Source: an optimization exercise on an open RTL-to-GDS flow (aim: small area, a short achievable clock period and few clock cycles). Production flows keep margins and buffers that such runs may drop.
Only the layout flow was run in this run; the RTL was not checked for function there.
No activity file was given, so power comes from the tool's default toggle rates.

File: config.mk
export PLATFORM = sky130hd
export DESIGN_NAME = core_top
export DESIGN_NICKNAME = core_top
export VERILOG_FILES = /design/flow/design.v
export SDC_FILE = /design/flow/constraint.sdc
export NUM_CORES = 4
export LEC_CHECK = 0
export CAP_MARGIN = 20
export CORE_MARGIN = 2
export CORE_UTILIZATION = 30
export PLACE_DENSITY = 0.45
export SLEW_MARGIN = 20
File: run.sh
#!/bin/bash
# synth_recipe.tcl (not shown) runs the flow's synth.tcl, then flattens the netlist and writes it again
# the make line also repeats each setting of config.mk as NAME=value (left out here)
make -C /OpenROAD-flow-scripts/flow DESIGN_CONFIG=/design/flow/config.mk WORK_HOME=/design/flow/orfs CLKGATE_MAP_FILE= SYNTH_SCRIPT=/design/flow/synth_recipe.tcl finish
File: design.v
`default_nettype none
package core_pkg;
    typedef enum logic [6:0] {
        OPC_OP     = 7'b0110011,
        OPC_OP_IMM = 7'b0010011,
        OPC_LOAD   = 7'b0000011,
        OPC_STORE  = 7'b0100011,
        OPC_BRANCH = 7'b1100011,
        OPC_JAL    = 7'b1101111
    } opcode_e;
    typedef enum logic [2:0] {ALU_ADD, ALU_SUB, ALU_AND, ALU_OR, ALU_XOR, ALU_SLT} alu_op_e;
    typedef enum logic [1:0] {BR_NONE, BR_BEQ, BR_BNE, BR_JUMP} br_op_e;
    typedef enum logic [1:0] {WB_ALU, WB_MEM, WB_PC4} wb_sel_e;
    typedef struct packed {
        logic    reg_we;
        logic    mem_read;
        logic    mem_write;
        logic    b_is_imm;
        alu_op_e alu_op;
        br_op_e  br_op;
        wb_sel_e wb_sel;
    } ctrl_t;
    typedef struct packed {
        logic                    we;
        logic [5-1:0] rd;
        logic [64-1:0]   data;
    } bypass_t;
    typedef struct packed {
        logic                  taken;
        logic [64-1:0] target;
    } redirect_t;
endpackage
`default_nettype wire
`timescale 1ns/1ps
`default_nettype none
module pfx_add #(parameter int W = 64) (
    input  logic [W-1:0] a,
    input  logic [W-1:0] b,
    input  logic         cin,
    output logic [W-1:0] s,
    output logic         cout
);
    localparam int L = $clog2(W);
    logic [W-1:0] g [L+1];
    logic [W-1:0] p [L+1];
    logic [W-1:0] hp;
    logic [W:0]   c;
    assign hp = a ^ b;
    always_comb begin
        g[0] = a & b;
        p[0] = hp;
        g[0][0] = (a[0] & b[0]) | (hp[0] & cin);
        p[0][0] = 1'b0;
        for (int l = 0; l < L; l++) begin
            for (int i = 0; i < W; i++) begin
                if ((i >> l) & 1) begin
                    g[l+1][i] = g[l][i] | (p[l][i] & g[l][((i >> l) << l) - 1]);
                    p[l+1][i] = p[l][i] & p[l][((i >> l) << l) - 1];
                end else begin
                    g[l+1][i] = g[l][i];
                    p[l+1][i] = p[l][i];
                end
            end
        end
        c[0] = cin;
        for (int i = 0; i < W; i++) c[i+1] = g[L][i];
    end
    assign s    = hp ^ c[W-1:0];
    assign cout = c[W];
endmodule
module pfx_inc #(parameter int W = 64, parameter bit DEC = 1'b0) (
    input  logic [W-1:0] x,
    output logic [W-1:0] s
);
    localparam int L = $clog2(W);
    logic [W-1:0] t [L+1];
    logic [W-1:0] c;
    always_comb begin
        t[0] = DEC ? ~x : x;
        for (int l = 0; l < L; l++) begin
            for (int i = 0; i < W; i++) begin
                if ((i >> l) & 1) t[l+1][i] = t[l][i] & t[l][((i >> l) << l) - 1];
                else              t[l+1][i] = t[l][i];
            end
        end
        c[0] = 1'b1;
        for (int i = 1; i < W; i++) c[i] = t[L][i-1];
    end
    assign s = x ^ c;
endmodule
module off_add #(parameter int W = 64, parameter int NL = 21) (
    input  logic [W-1:0]  a,
    input  logic [NL-1:0] off,
    output logic [W-1:0]  s
);
    logic [NL-1:0]   lo;
    logic            co;
    logic [W-NL-1:0] hi_inc, hi_dec;
    pfx_add #(.W(NL)) u_lo (.a(a[NL-1:0]), .b(off), .cin(1'b0), .s(lo), .cout(co));
    pfx_inc #(.W(W-NL), .DEC(1'b0)) u_inc (.x(a[W-1:NL]), .s(hi_inc));
    pfx_inc #(.W(W-NL), .DEC(1'b1)) u_dec (.x(a[W-1:NL]), .s(hi_dec));
    always_comb begin
        case ({co, off[NL-1]})
            2'b10:   s = {hi_inc, lo};
            2'b01:   s = {hi_dec, lo};
            default: s = {a[W-1:NL], lo};
        endcase
    end
endmodule
`default_nettype wire
`timescale 1ns/1ps
`default_nettype none
module core_top (
    input  logic                    clk,
    input  logic                    rst,
    output logic [64-1:0]   pc,
    input  logic [32-1:0]   inst,
    output logic [64-1:0]   dmem_addr,
    output logic                    dmem_we,
    output logic [64-1:0]   dmem_wdata,
    output logic                    dmem_re,
    input  logic [64-1:0]   dmem_rdata,
    input  logic                    mem_stall,
    output logic                    commit_valid,
    output logic [64-1:0]   commit_pc,
    output logic [5-1:0] commit_rd,
    output logic                    commit_we,
    output logic [64-1:0]   commit_data
);
    logic [6:0] opc;
    logic [2:0] f3;
    logic [6:0] f7;
    logic [4:0] rd, rs1, rs2;
    assign opc = inst[6:0];
    assign f3  = inst[14:12];
    assign f7  = inst[31:25];
    assign rd  = inst[11:7];
    assign rs1 = inst[19:15];
    assign rs2 = inst[24:20];
    logic is_op, is_opimm, is_load, is_store, is_bropc, is_jal;
    assign is_op    = (opc == 7'b0110011);
    assign is_opimm = (opc == 7'b0010011);
    assign is_load  = (opc == 7'b0000011);
    assign is_store = (opc == 7'b0100011);
    assign is_bropc = (opc == 7'b1100011);
    assign is_jal   = (opc == 7'b1101111);
    logic f7z, op_add, op_sub, op_and, op_or, op_xor, op_slt;
    assign f7z    = (f7 == 7'h00);
    assign op_add = is_op && f7z && (f3 == 3'b000);
    assign op_sub = is_op && (f7 == 7'h20) && (f3 == 3'b000);
    assign op_and = is_op && f7z && (f3 == 3'b111);
    assign op_or  = is_op && f7z && (f3 == 3'b110);
    assign op_xor = is_op && f7z && (f3 == 3'b100);
    assign op_slt = is_op && f7z && (f3 == 3'b010);
    logic d_addi, d_ld, d_sd, d_br, d_we, d_pred;
    assign d_addi = is_opimm && (f3 == 3'b000);
    assign d_ld   = is_load && (f3 == 3'b011);
    assign d_sd   = is_store && (f3 == 3'b011);
    assign d_br   = is_bropc && (f3[2:1] == 2'b00);
    assign d_we   = (rd != 5'd0) &&
                    (op_add || op_sub || op_and || op_or || op_xor || op_slt ||
                     d_addi || d_ld || is_jal);
    assign d_pred = is_jal || (d_br && inst[31]);
    logic [12:0] d_imm;
    always_comb begin
        if (is_store)      d_imm = {inst[31], inst[31:25], inst[11:7]};
        else if (is_bropc) d_imm = {inst[31], inst[7], inst[30:25], inst[11:8], 1'b0};
        else               d_imm = {inst[31], inst[31:20]};
    end
    logic [20:0] off;
    logic [63:0] pred_tgt;
    logic [63:0] pc_inc;
    assign off = is_jal ? {inst[31], inst[19:12], inst[20], inst[30:21], 1'b0}
                        : {{8{inst[31]}}, inst[31], inst[7], inst[30:25], inst[11:8], 1'b0};
    off_add #(.W(64), .NL(21)) u_pred (.a(pc), .off(off), .s(pred_tgt));
    pfx_inc #(.W(62)) u_pcinc (.x(pc[63:2]), .s(pc_inc[63:2]));
    assign pc_inc[1:0] = pc[1:0];
    logic        ex_valid;
    logic [63:0] ex_pc;
    logic [63:0] ex_a;
    logic [63:0] ex_b;
    logic [12:0] ex_imm;
    logic [4:0]  ex_rd;
    logic        ex_we;
    logic        ex_s_addsub, ex_sub, ex_s_and, ex_s_or, ex_s_xor, ex_s_slt, ex_s_addi;
    logic        ex_ld, ex_sd, ex_br, ex_bne, ex_jal, ex_pred;
    logic [63:0] imm64;
    logic [63:0] addr;
    logic [63:0] bsub;
    logic [63:0] sum;
    logic        lt;
    logic [63:0] pc4;
    logic [63:0] res;
    assign imm64 = {{51{ex_imm[12]}}, ex_imm};
    off_add #(.W(64), .NL(13)) u_addr (.a(ex_a), .off(ex_imm), .s(addr));
    assign bsub  = ex_b ^ {64{ex_sub}};
    pfx_add #(.W(64)) u_sum (.a(ex_a), .b(bsub), .cin(ex_sub), .s(sum), .cout());
    assign lt    = (ex_a[63] != ex_b[63]) ? ex_a[63] : sum[63];
    pfx_inc #(.W(62)) u_pc4 (.x(ex_pc[63:2]), .s(pc4[63:2]));
    assign pc4[1:0] = ex_pc[1:0];
    assign res = ({64{ex_s_addsub}} & sum) |
                 ({64{ex_s_addi}}   & addr) |
                 ({64{ex_s_and}}    & (ex_a & ex_b)) |
                 ({64{ex_s_or}}     & (ex_a | ex_b)) |
                 ({64{ex_s_xor}}    & (ex_a ^ ex_b)) |
                 ({64{ex_s_slt}}    & {63'd0, lt}) |
                 ({64{ex_ld}}       & dmem_rdata) |
                 ({64{ex_jal}}      & pc4);
    logic taken, mispredict, stall;
    logic [63:0] fix_tgt;
    assign taken      = ex_br && ((ex_a == ex_b) ^ ex_bne);
    assign mispredict = ex_valid && ex_br && (taken != ex_pred);
    logic [63:0] br_tgt;
    off_add #(.W(64), .NL(13)) u_brt (.a(ex_pc), .off(ex_imm), .s(br_tgt));
    assign fix_tgt    = ex_pred ? pc4 : br_tgt;
    assign stall      = mem_stall && ex_valid && (ex_ld || ex_sd);
    assign dmem_addr  = addr;
    assign dmem_wdata = ex_b;
    assign dmem_we    = ex_valid && ex_sd;
    assign dmem_re    = ex_valid && ex_ld;
    logic [63:0] regs [1:31];
    logic [63:0] rv1, rv2, fa, fb;
    logic        fwd1, fwd2;
    assign rv1  = (rs1 == 5'd0) ? 64'd0 : regs[rs1];
    assign rv2  = (rs2 == 5'd0) ? 64'd0 : regs[rs2];
    assign fwd1 = ex_valid && ex_we && (ex_rd == rs1);
    assign fwd2 = ex_valid && ex_we && (ex_rd == rs2);
    assign fa   = fwd1 ? res : rv1;
    assign fb   = fwd2 ? res : rv2;
    always_ff @(posedge clk) begin
        if (ex_valid && ex_we && !stall) begin
            regs[ex_rd] <= res;
        end
    end
    always_ff @(posedge clk) begin
        if (rst) begin
            pc <= 64'h0000_0000_0000_0000;
        end else begin
            if (stall)           pc <= ex_pc;
            else if (mispredict) pc <= fix_tgt;
            else if (d_pred)     pc <= pred_tgt;
            else                 pc <= pc_inc;
        end
    end
    always_ff @(posedge clk) begin
        if (rst) begin
            ex_valid <= 1'b0;
        end else begin
            ex_valid <= !mispredict && !stall;
        end
    end
    always_ff @(posedge clk) begin
        begin
            ex_pc       <= pc;
            ex_a        <= fa;
            ex_b        <= fb;
            ex_imm      <= d_imm;
            ex_rd       <= rd;
            ex_we       <= d_we;
            ex_s_addsub <= op_add || op_sub;
            ex_sub      <= op_sub || op_slt;
            ex_s_and    <= op_and;
            ex_s_or     <= op_or;
            ex_s_xor    <= op_xor;
            ex_s_slt    <= op_slt;
            ex_s_addi   <= d_addi;
            ex_ld       <= d_ld;
            ex_sd       <= d_sd;
            ex_br       <= d_br;
            ex_bne      <= f3[0];
            ex_jal      <= is_jal;
            ex_pred     <= d_pred;
        end
    end
    always_ff @(posedge clk) begin
        if (rst) begin
            commit_valid <= 1'b0;
        end else begin
            commit_valid <= ex_valid && !stall;
        end
    end
    always_ff @(posedge clk) begin
        commit_pc   <= ex_pc;
        commit_rd   <= ex_rd;
        commit_we   <= ex_we;
        commit_data <= res;
    end
endmodule
`default_nettype wire
File: constraint.sdc
create_clock -name core_clock -period 6.5 [get_ports {clk}]
set_input_delay 1.3000 -clock core_clock [delete_from_list [all_inputs] [get_ports {clk}]]
set_output_delay 1.3000 -clock core_clock [all_outputs]
set_load 0.01 [all_outputs]
==> flow_summary.toml <==
[synthesis]
avgSynthCellArea_sq_um = 15.4
syn-cell-area_sq_um = 120000
yosysWarnings = 22
ys_seq_area_frac = 0.569
async_flop_share = 0
synth_cell_types = 106
synth_edf_count = 1984
syn_nets = 8158
synth_ff_type = "edfxtp_1"
ys_ff_latch = 2408
syn_inst = 7794

[place]
dp_hpwl_um = 327000
detailedPlace.worstSlack_ns = 0.128
portBuffers = 427
place_area_sq_um = 133000
place_inst = 13300
gp_congestion = 0.963

[worst_setup_path]
critPathMostFrequentCell = "o21a_1"
critPathSlowestCell = "clkdlybuf4s50_1"
slowest_delay_ns = 0.60
crit_type = "reg2out"
start_kind = "flip-flop"
cp_max_fo = 16
critPathArrivalTime_ns = 4.97
cp.required_ns = 5.20
setup.worst_path.end_class = "primary output"
crit_chain = "ha_1 > inv_1 > fa_2 > nor2b_1 > o21a_1 > o21a_1 > o21ai_2 > a211oi_2 > o31ai_1 > nand2b_1 > a21oi_2 > ha_4 > buf_12 > nand3_1 > o41ai_1 > nand2_1 > xnor2_4 > clkdlybuf4s50_1"

[clocking]
cts_hold_buffers = 0
clk_latency_ns = 0.93
clk_pin_slew_ns = 0.06
cts_buffers = 291
root_buffer = "clkbuf_16"
cts_htree_levels = 5
cts.path.max_buffers = 4
cts.sinks = 2408
cts_tree = "yes"

[final_layout]
areaGrowthSynthToFinish_pct = 19.0
final_common_cell = "edfxtp_1"
final_cell_mix = "edfxtp_1, mux4_2, dfxtp_1, clkdlybuf4s50_1, mux2i_1"
nets = 8713
fin_util = 0.359
drive_gt1_frac = 0.243
n_fill_cell = 37500
stdcell_area_sq_um = 142000
fin_cells = 13800

[sta]
final_min_period_over_clock_period = 0.965
finalCriticalPeriod_ns = 6.27
fmax_mhz = 159
slew_headroom = 0.145
setup_viol = 0
worst_pin_slew_ns = 1.25
hold_viol = 0
setup_ws_ns = 0.227
setup_tns_ns = 0
hold_slack_ns = 0.400
skew_ns = 0.0693
drv_slew = 0
rsz0062_at_grt = "yes"

[drt]
drt-initial-drc-count = 9545
via_per_inst = 5.81
vias = 80400
route.detailed.drc = 0
first_pass_iters = 6
routed_wirelength_um = 505000
routedWlPerCell_um = 36.5
antenna_left = 0

[floorplan]
die_h_um = 636
ios = 428
core-area_sq_um = 397000
die_x_um = 636
die_area_sq_um = 404000
num_rows = 231
start_util = 0.302

[grt]
grt_pass1_vias = 80200
busiest_layer = "met2"
antenna_found_initial = 40
grt-ovfl-total = 0
grt_max_degree = 122
grtUsageMet2 = 0.382
grt_use_met3 = 0.0406
grt_pass1_wl_um = 687000
grtUsageMet1 = 0.342
grt_use_total = 0.243

[power_and_ir_drop]
p_clk_frac = 0.457
p_int_mw = 26.8
switching_power_mw = 8.51
comb_power_share = 0.071
p_seq_frac = 0.472
leakage_nw = 44.0
irDropWorstVdd_v = 0.000171
p_total_mw = 35.3
p_sw_frac = 0.241
power_density_nw_per_um2 = 248

[hold_path]
worstHoldPathType = "reg2reg"

[outcome]
status = "timing/DRC/antenna clean"

[flow_run]
drv_cap = 0
==> cell usage after synthesis, types with 113 or more instances <==
cell,n,area (sq um)
a21oi_1,345,1730
buf_1,190,713
clkbuf_1,341,1280
dfxtp_1,424,8490
edfxtp_1,1984,59600
ha_1,247,3090
inv_1,250,938
mux2i_1,365,3650
mux4_2,1056,23800
nand2_1,326,1220
nand3_1,113,566
nor2_1,388,1460
o21ai_0,181,906
o22ai_1,129,807
xnor2_1,143,1250
xor2_1,129,1130
==> critical path, delay by kind of cell, from the launching register on <==
| kind | cells | cell delay (ns) |
|---|---|---|
| xor+xnor | 1 | 0.30 |
| buf+inv | 3 | 0.82 |
| compound gates | 7 | 1.37 |
| flops | 1 | 0.32 |
| fa+ha+maj | 3 | 0.60 |
| simple gates | 4 | 0.59 |
==> power by group through the flow <==
stage | clock (mW) | combinational, mW | sequential (mW)
floorplan | 0 | 1.37 | 16.9
global placement | 0 | 2.48 | 17.0
detailed placement | 0 | 2.48 | 17.0
CTS | 16.5 | 2.50 | 16.7
global route | 17.0 | 2.63 | 16.7
finish | 16.1 | 2.51 | 16.7
==> flip-flops by register name (all words and copies together) (netlist names), 5 cells and up <==
signal,flops
regs,1984
commit_data,64
commit_pc,64
ex_a,64
ex_b,64
ex_pc,64
pc,64
ex_imm,13
commit_rd,5
ex_rd,5
==> area by class of cell <==
type                       count  area [sq um]  area share
inverter                     255           957     0.00672
antenna                       17          42.5    0.000299
clock inverter               125          1160     0.00813
timing repair buffer         821          8280      0.0581
multi-input combinational   4572         49200       0.345
clock buffer                 404          8190      0.0575
tap                         5242          6560      0.0460
sequential                  2408         68100       0.478
==> repair_timing <==
| action | 4_1_cts | 5_1_grt |
|---|---|---|
| resized for setup | 57 | 72 |
| setup buffers | 6 | 5 |
| pin swaps | 6 | 17 |
| endpoints found under the setup margin | 46 | 38 |
==> path summary, 6_finish.rpt <==
check             startpoint             to  slack (ns)  cells after the start
setup / recovery     ex_a[0]  dmem_addr[41]        0.23                     18
hold / removal      ex_pc[1]   commit_pc[1]        0.40                      0
setup reg to reg    ex_pc[0]         pc[59]        0.44                     24
hold reg to reg     ex_pc[1]   commit_pc[1]        0.40                      0
==> layer usage <==
metal / up-vias / share of wire
met5: - / 0.000057
met4: 4 / 0.038
met1: 43000 / 0.43
met2: 3818 / 0.45
met3: 731 / 0.076
li1: 32900 / -
==> cells by family after synthesis <==
family / after synthesis / synth area share
AOI/OAI and AO/OA: 1292 / 0.0718
buffers and inverters: 814 / 0.0264
adders and majority gates: 265 / 0.0288
and+or+nand+nor: 1298 / 0.0531
muxes: 1445 / 0.231
xor gates and xnor gates: 272 / 0.0199
DFF: 2408 / 0.569

## what the ideal ports hide
How much do the figures lean on ideal ports? The routed layout below was timed once more, with nothing changed but the port constraints.
Step 1 assumes that a clkbuf_16 drives the clock port and a buf_2 every other input.
Step 2 times the ports against the registers' clock, not the clock port: input delays grow and output delays shrink by t, the midpoint of the rising clock arrivals with the driver on.
a / b / c = ideal ports / drivers / drivers and shift; a / b = the first two.
t (ns): 1.009
slack for setup (ns): 0.227 / 0.118 / -0.010
hold WS [ns]: 0.400 / 0.400 / 0.400
Met with ideal ports but missed after step 2: setup timing in this run. For this run, drivers alone change the setup slack by -0.109 ns; drivers and shift together by -0.237 ns.
